This is an optimization exercise on Yosys and OpenROAD, whose aim is small area, not a production implementation.
Function was checked by simulation only, so behaviour that the tests miss may differ from the original.
No activity file was given, so power comes from the tool's default toggle rates.

[design/flow/design.v]
package imem_loader_pkg;
   localparam logic [31:0] NOP_INSTR = 32'h0000_0013;   
   localparam int unsigned HDR_BYTES = 2;
endpackage
module imem_array (
   input  logic        clk,
   input  logic [3:0]  c,           
   input  logic [3:0]  t,           
   input  logic [1:0]  u,           
   input  logic        q15,         
   input  logic        q16,         
   input  logic [3:0]  lane_got,    
   input  logic [15:0] p_we,        
   input  logic [7:0]  wbyte,
   input  logic [5:0]  ridx,        
   input  logic        from_p,      
   input  logic        rd_en,       
   output logic [31:0] rdata
);
   logic [7:0]   p    [16];
   logic [119:0] ring [16];
   logic         t_lo, t_hi;
   logic [4:0]   psum;
   logic [3:0]   pos;
   assign t_lo = (t == 4'd0);
   assign t_hi = (t == 4'd14);
   assign psum = {1'b0, ridx[5:2]} + {1'b0, c};
   assign pos  = (psum >= 5'd15) ? 4'(psum - 5'd15) : psum[3:0];
   genvar j, r;
   generate
      for (j = 0; j < 4; j++) begin : g_lane
         for (r = 0; r < 4; r++) begin : g_cls
            localparam int K = j * 4 + r;
            logic older;   
            logic wr;
            assign older = ({1'b0, u} + {2'b0, lane_got[j]}) <= 3'(r);
            assign wr    = (older ? t_lo : t_hi) & ~(q16 | (q15 & ~older));
            always_ff @(posedge clk) begin
               if (p_we[K]) p[K] <= wbyte;
               ring[K] <= {ring[K][111:0], wr ? p[K] : ring[K][119:112]};
            end
         end
         always_comb begin
            rdata[8*j +: 8] = '0;
            if (rd_en) begin
               if (from_p) rdata[8*j +: 8] = p[j*4 + ridx[1:0]];
               else        rdata[8*j +: 8] = ring[j*4 + ridx[1:0]][8*pos +: 8];
            end
         end
      end
   endgenerate
endmodule
module imem_loader #(
   parameter int DEPTH = 64,
   parameter int AW    = $clog2(DEPTH)
) (
   input  logic          clk,
   input  logic          reset,
   input  logic [7:0]    rx_data,
   input  logic          rx_valid,
   output logic          rx_ready,
   input  logic [31:0]   PC,
   output logic [31:0]   Instr,
   output logic          cpu_reset,
   output logic          load_done,
   output logic          load_err,
   output logic [AW:0]   words_loaded
);
   logic        hi, dat, done, err;
   logic [7:0]  lo;
   logic [6:0]  widx;
   logic [1:0]  bsel;
   logic [3:0]  c, t;
   logic        xfer, wcomp, inc_q;
   logic [15:0] hdr;
   logic [15:0] p_we;
   logic [3:0]  lane_got;
   logic [5:0]  ridx;
   logic        in_range, from_p;
   logic [31:0] rdata;
   logic        unused_pc;
   assign rx_ready  = ~(done | err);
   assign cpu_reset = ~done;
   assign load_done = done;
   assign load_err  = err;
   assign words_loaded = widx;
   assign xfer  = rx_valid & rx_ready;
   assign hdr   = {rx_data, lo};
   assign wcomp = xfer & dat & (bsel == 2'd3);
   assign inc_q = wcomp & (widx[1:0] == 2'd3);
   always_comb begin
      for (int k = 0; k < 16; k++)
         p_we[k] = xfer & dat & (bsel == 2'(k / 4)) & (widx[1:0] == 2'(k % 4));
      for (int k = 0; k < 4; k++)
         lane_got[k] = (bsel > 2'(k));
   end
   always_ff @(posedge clk or posedge reset) begin
      if (reset) begin
         hi   <= 1'b0;
         dat  <= 1'b0;
         done <= 1'b0;
         err  <= 1'b0;
         lo   <= '0;
         widx <= '0;
         bsel <= '0;
         c    <= '0;
         t    <= '0;
      end else begin
         c <= (c == 4'd14) ? 4'd0 : c + 4'd1;
         if (inc_q) t <= (t >= 4'd13) ? t - 4'd13 : t + 4'd2;
         else       t <= (t == 4'd14) ? 4'd0 : t + 4'd1;
         if (xfer) begin
            if (!hi && !dat) begin
               if (!done && !err) begin
                  lo <= rx_data;
                  hi <= 1'b1;
               end
            end else if (hi) begin
               hi <= 1'b0;
               if (hdr == 16'd0)          done <= 1'b1;
               else if (hdr > 16'(DEPTH)) err  <= 1'b1;
               else                       dat  <= 1'b1;
            end else begin
               bsel <= bsel + 2'd1;
               if (bsel == 2'd3) begin
                  widx <= widx + 7'd1;
                  if (widx + 7'd1 == lo[6:0]) begin
                     dat  <= 1'b0;
                     done <= 1'b1;
                  end
               end
            end
         end
      end
   end
   assign ridx     = PC[AW+1:2];
   assign in_range = (PC[31:AW+2] == '0) && ({1'b0, ridx} < widx);
   assign from_p   = ({1'b0, ridx} + 7'd4) >= widx;   
   imem_array u_array (
      .clk      (clk),
      .c        (c),
      .t        (t),
      .u        (widx[1:0]),
      .q15      (widx[6:2] == 5'd15),
      .q16      (widx[6]),
      .lane_got (lane_got),
      .p_we     (p_we),
      .wbyte    (rx_data),
      .ridx     (ridx),
      .from_p   (from_p),
      .rd_en    (done & in_range),
      .rdata    (rdata)
   );
   assign Instr     = (done && in_range) ? rdata : imem_loader_pkg::NOP_INSTR;
   assign unused_pc = &{1'b0, PC[1:0]};
endmodule
[design/flow/constraint.sdc]
create_clock -name core_clock -period 8.0 [get_ports {clk}]
set_input_delay 1.6000 -clock core_clock [delete_from_list [all_inputs] [get_ports {clk}]]
set_output_delay 1.6000 -clock core_clock [all_outputs]
set_load 0.01 [all_outputs]
[design/flow/config.mk]
export PLATFORM = sky130hd
export DESIGN_NAME = imem_loader
export DESIGN_NICKNAME = imem_loader
export VERILOG_FILES = /design/flow/design.v
export SDC_FILE = /design/flow/constraint.sdc
export NUM_CORES = 4
export LEC_CHECK = 0
export CAP_MARGIN = 20
export CORE_MARGIN = 2
export CORE_UTILIZATION = 50
export SLEW_MARGIN = 20
[design/flow/run.sh]
#!/bin/bash
# synth_recipe.tcl (not shown) runs the flow's synth.tcl, then flattens the netlist and writes it again
# the make line also repeats each setting of config.mk as NAME=value (left out here)
make -C /OpenROAD-flow-scripts/flow DESIGN_CONFIG=/design/flow/config.mk WORK_HOME=/design/flow/orfs CLKGATE_MAP_FILE= SYNTH_SCRIPT=/design/flow/synth_recipe.tcl finish
==> notes.md <==
- The final count of pins violating max slew is 0.
- The first routing iteration left 2070 violations.
- The power spent charging and discharging nets is 4.48 mW.
- Clock latency on the worst-skew pair, taken at its later pin, is 0.81 ns.
- Counting along the longest clock path gives a buffer depth of 3.
- The timing startpoint of the critical path is PC[4].
- The total routing resource utilization after global routing is 0.219.
- The signed area change from the synthesized netlist to the final layout is 15.4%.
- The root buffer cell chosen for the clock tree is sky130_fd_sc_hd__clkbuf_16.
- The worst path meets setup with 0.156 ns of slack.
- In this run the static leakage power is 27.7 nW.
- The maximum vdd drop is 0.193 mV.
- TritonCTS built the clock tree.
- The post-synthesis sequential area ratio is 0.678.
- The width of the die is 360 µm.
- The reg-to-reg endpoint is u_array.ring[5][3].
- For this design the ratio of total power to cell area is 282 nW/µm².
- The total global routing overflow is 0.
- The clock tree synthesis step divided the H-tree into 4 levels.
- The initial antenna violation count came to 1.
- The worst min-delay path startpoint is u_array.ring[1][48].
- The switching portion of total power is 0.217.
- After detailed routing, the number of remaining DRC violations is 0.
- The number of nets in the synthesized netlist is 4031.
- The critical path arrival is 6.24 ns.
- The final cycle utilization of the critical path is 0.980.
- The first global-routing pass estimated 216000 µm of wire.
- Of the total power, registers draw 0.506.
- For this run, the leading register cell type out of synthesis is sky130_fd_sc_hd__dfxtp_1.
- Across the routed clock network, the largest skew measured is 0.0226 ns.
- The worst flop-to-flop path startpoint is widx[1].
- The minimum period implied by the final worst setup slack is 7.84 ns.
- For the worst flop-to-flop path, the logic depth is 7.
- During placement, the flow inserted port buffers numbering 83.
- The number of storage elements in the synthesis netlist is 2077.
- From bottom edge to top edge, the die measures 360 µm.
- The weighted congestion at the end of routability-driven global placement is 0.770.
- The post-synthesis cell count is 3944.
- Across all register-to-register paths, the minimum setup slack is 4.87 ns.
- For this run, the top clock speed supported by timing is 127 MHz.
- The worst setup path is launched from an input port.
- After synthesis, the cell types taking the most area are sky130_fd_sc_hd__dfxtp_1 61%, sky130_fd_sc_hd__mux4_2 18%, sky130_fd_sc_hd__edfxtp_1 6.1%, sky130_fd_sc_hd__mux2_2 3.0%, sky130_fd_sc_hd__nand2_1 1.7%.
- The area fraction of the dominant cell type after synthesis is 0.606.
- The repair_antennas step left the layout with diodes totalling 0.
- The detailed-route wire length per cell is 23.6 µm.
- The final layout contains routed wiring with a total length of 141000 µm.
- Yosys printed 4 warnings.
- The final layout contains 4214 nets.
- Setup violations remaining at the end of the flow were counted as 0.
- 86 I/O pins were placed.
- The number of unique standard cell types used by synthesis is 68.
- The cell taking the most area after synthesis is sky130_fd_sc_hd__dfxtp_1.
- The flow ran to the end and the layout has no timing, DRC or antenna violations.
- The worst setup path is captured at a primary output.
- The share of total power dissipated in the clock network is 0.452.
- Buffers inserted to repair hold after CTS numbered 0.
- OpenSTA, run right after detailed placement, puts the worst setup slack at 0.0632 ns.
- The average cell area after synthesis is 16.1 µm².
- For the pin with the worst max-slew slack, the measured transition is 1.03 ns.
- The area of the die is 130000 µm².
- The placement row count is 130.
- Once detail routing completed, the nets flagged for antenna violations numbered 0.
- The pin count of the biggest net entering global routing is 122.
- The tool flagged a number of max-cap violations equal to 0.
- Summing every instance area after synthesis gives 63500 µm².
- Setup repair after global routing left no endpoint under its margin.
- The type of the tightest min-delay check is reg2reg.
- The share of total power dissipated in combinational logic is 0.042.
- The via count of the first global-routing pass is 34895.
- The design internal power is 16.2 mW.
- The path with the worst hold slack has its endpoint at u_array.ring[1][56].
- The clock sink total is 2077.
- The total number of vias is 32577.
- The share of cells above drive strength 1 is 0.268.
- The clock transition at the register clock pins on the worst setup and hold paths after CTS is 0.06 ns.
- The HPWL after detailed placement is 85400 µm.
- Using the TritonRoute via totals, the vias-per-cell ratio works out to 5.48.
- By startpoint and endpoint, the worst setup path is classified as in2out.
- The detailed-routing iteration count for the pre-antenna-repair pass is 5.
- After synthesis, the share of flip-flops with an asynchronous set or reset is 0.0140.
- For this configuration, the core starts out at a cell density of 0.505.
- The clock buffer count from CTS is 197.
- Yosys mapped a number of flops with a built-in enable equal to 128.
- The final-report hold violation count is 0.
- In this run the worst path has a maximum fanout of 37.
- The max-slew headroom at the worst pin is 0.310.
- The core region is 126000 µm².
- The required time of the worst setup path is 6.40 ns.
- The number of cells on the worst hold path is 0.
- For the final routed database, the setup TNS stands at 0 ns.
cell type report:
class | count | area (µm²)
inverter | 25 | 93.8
multi-input combinational | 1632 | 19400
clock inverter | 77 | 806
sequential | 2077 | 43000
tap | 1650 | 2060
clock buffer | 291 | 5850
fill | 9657 | 52500
timing repair buffer | 194 | 1980
sequential cells by signal, indices dropped and copies added, names as in the netlist:
register / cells
u_array.p: 128
done: 1
dat: 1
u_array.ring: 1920
bsel: 2
c: 4
lo: 8
t: 4
err: 1
widx: 7
hi: 1
critical path: stages:
cell and delay (ns):
sky130_fd_sc_hd__clkdlybuf4s50_1 0.56, sky130_fd_sc_hd__ha_1 0.27, sky130_fd_sc_hd__fa_1 0.47, sky130_fd_sc_hd__ha_1 0.30, sky130_fd_sc_hd__and4b_1 0.23, sky130_fd_sc_hd__mux2i_1 0.24
sky130_fd_sc_hd__nand4b_1 0.24, sky130_fd_sc_hd__o21ai_4 0.19, sky130_fd_sc_hd__buf_12 0.24, sky130_fd_sc_hd__buf_12 0.27, sky130_fd_sc_hd__mux2_2 0.39, sky130_fd_sc_hd__a221o_1 0.37
sky130_fd_sc_hd__nand3_1 0.08, sky130_fd_sc_hd__a311oi_1 0.10, sky130_fd_sc_hd__buf_4 0.18, sky130_fd_sc_hd__clkdlybuf4s50_1 0.47
stage by stage:
stage / utilization / cells / total power, mW / area [µm²] / hold slack, ns
2_1_floorplan: - / 3944 / 11.2 / 63500 / 0.326
3_3_place_gp: 0.529 / 5578 / 11.6 / 66600 / 0.329
3_5_place_dp: 0.529 / 5578 / 11.6 / 66600 / 0.331
4_1_cts: 0.582 / 5946 / 20.8 / 73200 / 0.326
5_1_grt: 0.582 / 5946 / 21.3 / 73200 / 0.339
6_report: 0.582 / 5946 / 20.6 / 73200 / 0.331
power by group through the flow:
stage / clock, mW / sequential [mW] / combinational, mW
after global placement: 0 / 10.7 / 0.885
final: 9.33 / 10.4 / 0.877
after detailed placement: 0 / 10.7 / 0.887
after CTS: 9.51 / 10.4 / 0.889
after floorplan: 0 / 10.7 / 0.521
after global routing: 9.94 / 10.4 / 0.931
per-layer routing:
layer,vias to the layer above,global-route usage,part of all wire
met5,-,0,0
met4,0,0.0648,0.022
met3,223,0.0371,0.043
met2,663,0.362,0.49
met1,16731,0.298,0.45
li1,14960,-,-
how the worst max path moves through the flow:
stage,endpoint,depth (start not counted)
after floorplan,Instr[5],14
after global routing,Instr[16],16
after global placement,Instr[25],15
final,Instr[11],16
after detailed placement,Instr[31],15
after CTS,Instr[31],15
cells in the mapped netlist (3+ instances only):
master,instances
sky130_fd_sc_hd__a211oi_1,5
sky130_fd_sc_hd__a21o_1,6
sky130_fd_sc_hd__a21oi_1,36
sky130_fd_sc_hd__a221o_1,26
sky130_fd_sc_hd__a221oi_1,22
sky130_fd_sc_hd__a221oi_2,11
sky130_fd_sc_hd__a22oi_1,4
sky130_fd_sc_hd__a311oi_1,25
sky130_fd_sc_hd__a31o_2,3
sky130_fd_sc_hd__a31oi_1,32
sky130_fd_sc_hd__a32oi_1,7
sky130_fd_sc_hd__and2_1,3
sky130_fd_sc_hd__and3_1,20
sky130_fd_sc_hd__buf_1,16
sky130_fd_sc_hd__buf_2,101
sky130_fd_sc_hd__buf_4,14
sky130_fd_sc_hd__buf_6,4
sky130_fd_sc_hd__clkbuf_1,73
sky130_fd_sc_hd__dfrtp_1,29
sky130_fd_sc_hd__dfxtp_1,1920
sky130_fd_sc_hd__edfxtp_1,128
sky130_fd_sc_hd__ha_1,43
sky130_fd_sc_hd__inv_1,25
sky130_fd_sc_hd__mux2_2,168
sky130_fd_sc_hd__mux2i_1,74
sky130_fd_sc_hd__mux4_2,512
sky130_fd_sc_hd__nand2_1,282
sky130_fd_sc_hd__nand3_1,152
sky130_fd_sc_hd__nand4_1,9
sky130_fd_sc_hd__nor2_1,80
sky130_fd_sc_hd__nor2_2,3
sky130_fd_sc_hd__nor2b_1,4
sky130_fd_sc_hd__nor3_1,5
sky130_fd_sc_hd__nor4_1,10
sky130_fd_sc_hd__o211ai_1,8
sky130_fd_sc_hd__o21ai_0,20
sky130_fd_sc_hd__or3_1,3
sky130_fd_sc_hd__xnor2_1,17
sky130_fd_sc_hd__xor2_1,7
layout by cell type (no fill, tap or decap), drive strengths merged, types with 5 or more instances in the layout:
cell,netlist,routed
a32oi,7,7
a21oi,36,36
a221oi,33,33
inv,25,32
xor2,8,8
a21o,6,6
dfrtp,29,29
clkdlybuf4s50,0,80
o21ai,21,21
mux2i,74,74
a221o,26,26
clkinv,0,57
o211ai,8,8
nor2,84,84
nor3,5,5
xnor2,17,17
nor4,10,10
mux4,512,512
dfxtp,1920,1920
a311oi,25,25
nand3,152,152
bufinv,0,10
ha,43,43
mux2,168,168
clkbuf,73,291
and3,20,20
edfxtp,128,128
buf,137,113
a211oi,6,6
a31oi,32,32
nand4,9,9
nand2,283,283
cell families (layout without fill, tap and decap cells):
logic type	count (synthesis)	after routing	share of synthesized area
buffers and inverters	235	587	0.0177
muxes	754	754	0.223
and+or+nand+nor	586	586	0.0411
xor gates and xnor gates	25	25	0.00357
AOI/OAI and AO/OA	223	223	0.0280
DFF	2077	2077	0.678
adders and majority gates	44	44	0.00879
timing repair:
| item | in CTS | in global routing |
|---|---|---|
| resized for setup | 0 | 4 |
| setup buffers | 0 | 0 |
| endpoints found under the setup margin | 0 | 4 |

==> what the ideal ports hide <==
How much do the figures lean on ideal ports? The routed layout below was timed once more, with nothing changed but the port constraints. Step 1 assumes that a clkbuf_16 drives the clock port and a buf_2 every other input. Step 2, shift: input delay + t, output delay - t, t = (earliest + latest rising clock arrival at the registers) / 2. This alone moves slack from input paths to output paths. Three values: no drivers, after step 1, after step 2; two values: the first two.
t (ns): 0.879
slack for setup (ns): 0.156 / 0.098 / 0.098
clock arrival spread, ns: 0.032 / 0.031
slew at the worst register clock pin (ns): 0.07 / 0.07
cell pins on the clock port's net: 1
After both steps this run still meets setup and hold. For this run, drivers alone change the setup slack by -0.058 ns; drivers and shift together by -0.058 ns.
